This design comes from an exercise in tuning for small area on the open sky130 flow, not from production work.
Power and IR drop assume default switching activity.

rev 12:
Design dual_wheel_incremental_pid_drive, start of the top module:
module dual_wheel_incremental_pid_drive #(
	parameter int TICK_BITS = dwpid_pkg::TICK_BITS
) (
	input  logic                        clk,
	input  logic                        arst_n,
	input  logic                        psel,
	input  logic                        penable,
	input  logic                        pwrite,
	input  logic [4:0]                  paddr,
	input  logic [31:0]                 pwdata,
	output logic [31:0]                 prdata,
	output logic                        pready,
	input  logic                        in_valid,
	output logic                        in_stall,
	input  logic [2:0]                  cmd,
	input  logic signed [15:0]          speed,
	input  logic signed [TICK_BITS-1:0] left_ticks,
	input  logic signed [TICK_BITS-1:0] right_ticks,
	output logic                        out_valid,
	input  logic                        out_stall,
	output logic [15:0]                 left_duty,
	output logic [1:0]                  left_dir,
	output logic [15:0]                 right_duty,
	output logic [1:0]                  right_dir,
	output logic signed [15:0]          left_speed,
	output logic signed [15:0]          right_speed,
	output logic signed [31:0]          left_odometry,
	output logic signed [31:0]          right_odometry
);
Settings: LEC_CHECK=0, CAP_MARGIN=20, CORE_MARGIN=2, CORE_UTILIZATION=40, SLEW_MARGIN=20; clock period 12.0 ns.
standard.sh (not shown) runs the stock make flow with config.mk's settings and CLKGATE_MAP_FILE= SYNTH_SCRIPT=/design/flow/synth_recipe.tcl, a recipe that flattens the netlist after the stock synthesis.
==> flow/flow/run.sh <==
#!/bin/bash
# The standard layout (standard.sh) with three options changed:
#  - synthesis runs flow/my_synth.tcl: the standard synthesis script, except that the
#    technology mapping uses Yosys's own (area-oriented) ABC script instead of ORFS's
#    delay-oriented one; registers, their names and cell types are unchanged;
#  - the port buffers are the smallest buffer cell;
#  - clock tree synthesis uses clkbuf_16 leaf clusters of up to 24 sinks and no dummy loads.
# All tool output goes to standard.log here and to ORFS's per-step logs under orfs/logs.
set -euo pipefail
HERE=$(pwd)
export BUFFER_PORTS_ARGS="-buffer_cell sky130_fd_sc_hd__buf_1"
export CTS_ARGS="-sink_clustering_enable -repair_clock_nets -sink_clustering_size 24 -sink_clustering_max_diameter 120 -buf_list sky130_fd_sc_hd__clkbuf_16 -dont_use_dummy_load"
bash standard.sh SYNTH_SCRIPT="$HERE/flow/my_synth.tcl" finish > standard.log 2>&1
==> flow/flow/my_synth.tcl <==
proc synth {args} { yosys synth -nofsm -noshare {*}$args }
# Same as synth_recipe.tcl (the standard synthesis), with ABC called without the ORFS script,
# constraint file and delay target.
# Technology mapping with Yosys's own ABC script for liberty mapping (area oriented), in place of
# ORFS's delay-oriented script; the -liberty and -dont_use arguments are kept.
proc abc {args} {
  set keep {}
  set i 0
  while {$i < [llength $args]} {
    set a [lindex $args $i]
    if {$a eq "-liberty" || $a eq "-dont_use"} {
      lappend keep $a [lindex $args [expr {$i + 1}]]
      incr i 2
    } elseif {$a eq "-script" || $a eq "-constr" || $a eq "-D"} {
      incr i 2
    } else {
      lappend keep $a
      incr i
    }
  }
  yosys abc {*}$keep
}
source $::env(SCRIPTS_DIR)/synth.tcl
# left out here: clear keep_hierarchy, flatten, clean up, hide names made inside functions, write 1_2_yosys.v
--- input diff rev 12..rev 13 ---
diff --git a/flow/design.v b/flow/design.v
--- a/flow/design.v
+++ b/flow/design.v
@@ -122,21 +122,23 @@
 		xneg = 1'b0;
 		if (c_mul1) x = k_lt16 & q_q[0];
 		if (c_mul2) x = q_q[0];
 		if (c_pid && !ge19) begin
 			x = (sub == 2'd0) ? sa : (sub == 2'd1) ? eb : c_lat;
 			xneg = (k == 6'd18);
 		end
 	end
 	logic b_en, b_inv;
-	assign b_en  = div | x;
+	logic div_add;
+	assign div_add = div & (k != 6'd0);
+	assign b_en  = div_add | x;
 	assign b_inv = div ? ~sneg : xneg;
-	assign a_in  = div ? {s_q[17:0], q_q[15]} : s_q;
+	assign a_in  = s_q;
 	assign b_in  = {{3{b_en & b_inv}}, {16{b_en}} & (km ^ {16{b_inv}})};
 	assign cin   = b_en & b_inv;
 	logic [19:0] cy;
 	assign cy[0] = cin;
 	for (genvar i = 0; i < 19; i++) begin : g_add
 		assign sum[i]  = a_in[i] ^ b_in[i] ^ cy[i];
 		assign cy[i+1] = (a_in[i] & b_in[i]) | (cy[i] & (a_in[i] ^ b_in[i]));
 	end
 	logic        sgn_sh;
@@ -187,19 +189,20 @@
 		if (od_en) od_q <= {od_s, od_q[31:1]};
 		if (c_pid && step) begin
 			if (!ge23) acc_q <= {tb, acc_q[22:1]};
 		end
 		if (c_clip) acc_q <= {f, acc_q[22:1]};
 	end
 	always_ff @(posedge clk) begin
 		if (c_load || (c_pid && step && k == 6'd40) || (c_div1 && last))
 			s_q <= '0;
-		else if (div || (c_pid && !step)) s_q <= sum;
+		else if (div) s_q <= {sum[17:0], q_q[15]};
+		else if (c_pid && !step) s_q <= sum;
 		else s_q <= sr | {12'd0, c_clip & g, 6'd0};
 		if (c_load) q_q <= ticks;
 		else if (div) q_q <= {q_q[14:0], ~sum[18]};
 		else if (q_shr) q_q <= {q_top, q_q[15:1]};
 		if (c_meas && k_lt16) sp_q <= {m, sp_q[15:1]};
 		if (c_load) begin
 			tsign_sf <= ticks[15];
 			seen     <= 1'b0;
 			c1       <= LEFT;
@@ -366,19 +369,19 @@
 	logic       start, step, last, run;
 	assign start = (ph_q == PH_IDLE) && in_valid && (!out_valid_q || !out_stall);
 	assign run   = (cmd <= dwpid_pkg::CMD_RIGHT);
 	logic ge17, ge18, ge19, ge23;
 	assign ge17 = k_q[5] | (k_q[4] & (|k_q[3:0]));
 	assign ge18 = k_q[5] | (k_q[4] & (|k_q[3:1]));
 	assign ge19 = k_q[5] | (k_q[4] & (k_q[3] | k_q[2] | (k_q[1] & k_q[0])));
 	assign ge23 = k_q[5] | (k_q[4] & (k_q[3] | (k_q[2] & k_q[1] & k_q[0])));
 	assign step  = (ph_q == PH_PID) ? (ge19 || (sub_q == 2'd2)) : 1'b1;
-	assign last  = (k_q == 6'd15);
+	assign last  = (k_q == 6'd16);
 	always_ff @(posedge clk or negedge arst_n) begin
 		if (!arst_n) begin
 			ph_q        <= PH_IDLE;
 			k_q         <= '0;
 			sub_q       <= '0;
 			out_valid_q <= 1'b0;
 		end else begin
 			if (out_valid_q && !out_stall) out_valid_q <= 1'b0;
 			k_q <= k_q + 6'd1;
@@ -402,21 +405,21 @@
 					if (!step) begin
 						k_q   <= k_q;
 						sub_q <= sub_q + 2'd1;
 					end else begin
 						sub_q <= '0;
 						if (k_q == 6'd40) begin ph_q <= PH_CLIP; k_q <= '0; end
 					end
 				end
 				PH_CLIP: if (k_q == 6'd22) begin ph_q <= PH_DIV1; k_q <= '0; end
-				PH_DIV1: if (k_q == 6'd15) begin ph_q <= PH_MUL2; k_q <= '0; end
+				PH_DIV1: if (k_q == 6'd16) begin ph_q <= PH_MUL2; k_q <= '0; end
 				PH_MUL2: if (k_q == 6'd15) begin ph_q <= PH_DIV2; k_q <= '0; end
-				PH_DIV2: if (k_q == 6'd15) begin ph_q <= PH_DONE; k_q <= '0; end
+				PH_DIV2: if (k_q == 6'd16) begin ph_q <= PH_DONE; k_q <= '0; end
 				PH_DONE: begin
 					ph_q        <= PH_IDLE;
 					out_valid_q <= 1'b1;
 				end
 				default: ph_q <= PH_IDLE;
 			endcase
 		end
 	end
 	assign in_stall  = (ph_q != PH_DONE);
Findings:
Reported for rev 12 and rev 13, remaining routing DRC violations turned out identical to the last digit.
From rev 12 to rev 13 the numbers moved as follows: fraction of area in registers shows no meaningful change; post-route fraction of the period consumed by the critical path shows an increase of 1.4 points; clock-pin transition on the worst setup and hold timing paths shows an increase of 0.02 ns; synthesis-to-layout area growth shows no meaningful change.
Relative to rev 12, combinational power decreased by about 9% in rev 13.
The full die area was comparable across rev 12 and rev 13.
Area of the mapped netlist of rev 13 is on par with rev 12.
Of rev 13 and rev 12, it is rev 13 that has the higher wire length.
Lower initial antenna violation count goes to rev 13 over rev 12.
On rev 13: global-route total usage across every layer is 0.30 points higher than what rev 12 gave.
Reported for rev 12 and rev 13, setup total negative slack turned out identical to the last digit.
Worst setup slack: rev 13 lower than rev 12
Looking at rev 12 and rev 13, the post-route cell area is a wash.
No run of this note included a check of the RTL's function; only the layout flow was run.

==> static timing again, ports no longer ideal <==
Ports are ideal in the flow. The routed layouts listed here were re-timed in OpenROAD.
Step 1 assumes that a clkbuf_16 drives the clock port and a buf_2 every other input.
Step 2 also shifts input and output timing later by t, the mid clock arrival at the registers, as if the neighbouring blocks saw the same clock.
Three values: ideal ports, drivers, drivers and shift; two values: the first two.
run	t (ns)	setup slack, ns	pins driven straight from the clock port
rev 12	0.587	0.819 / 0.819 / 0.819	1
rev 13	0.580	0.648 / 0.648 / 0.648	1
After both steps setup and hold are still met in every run listed.
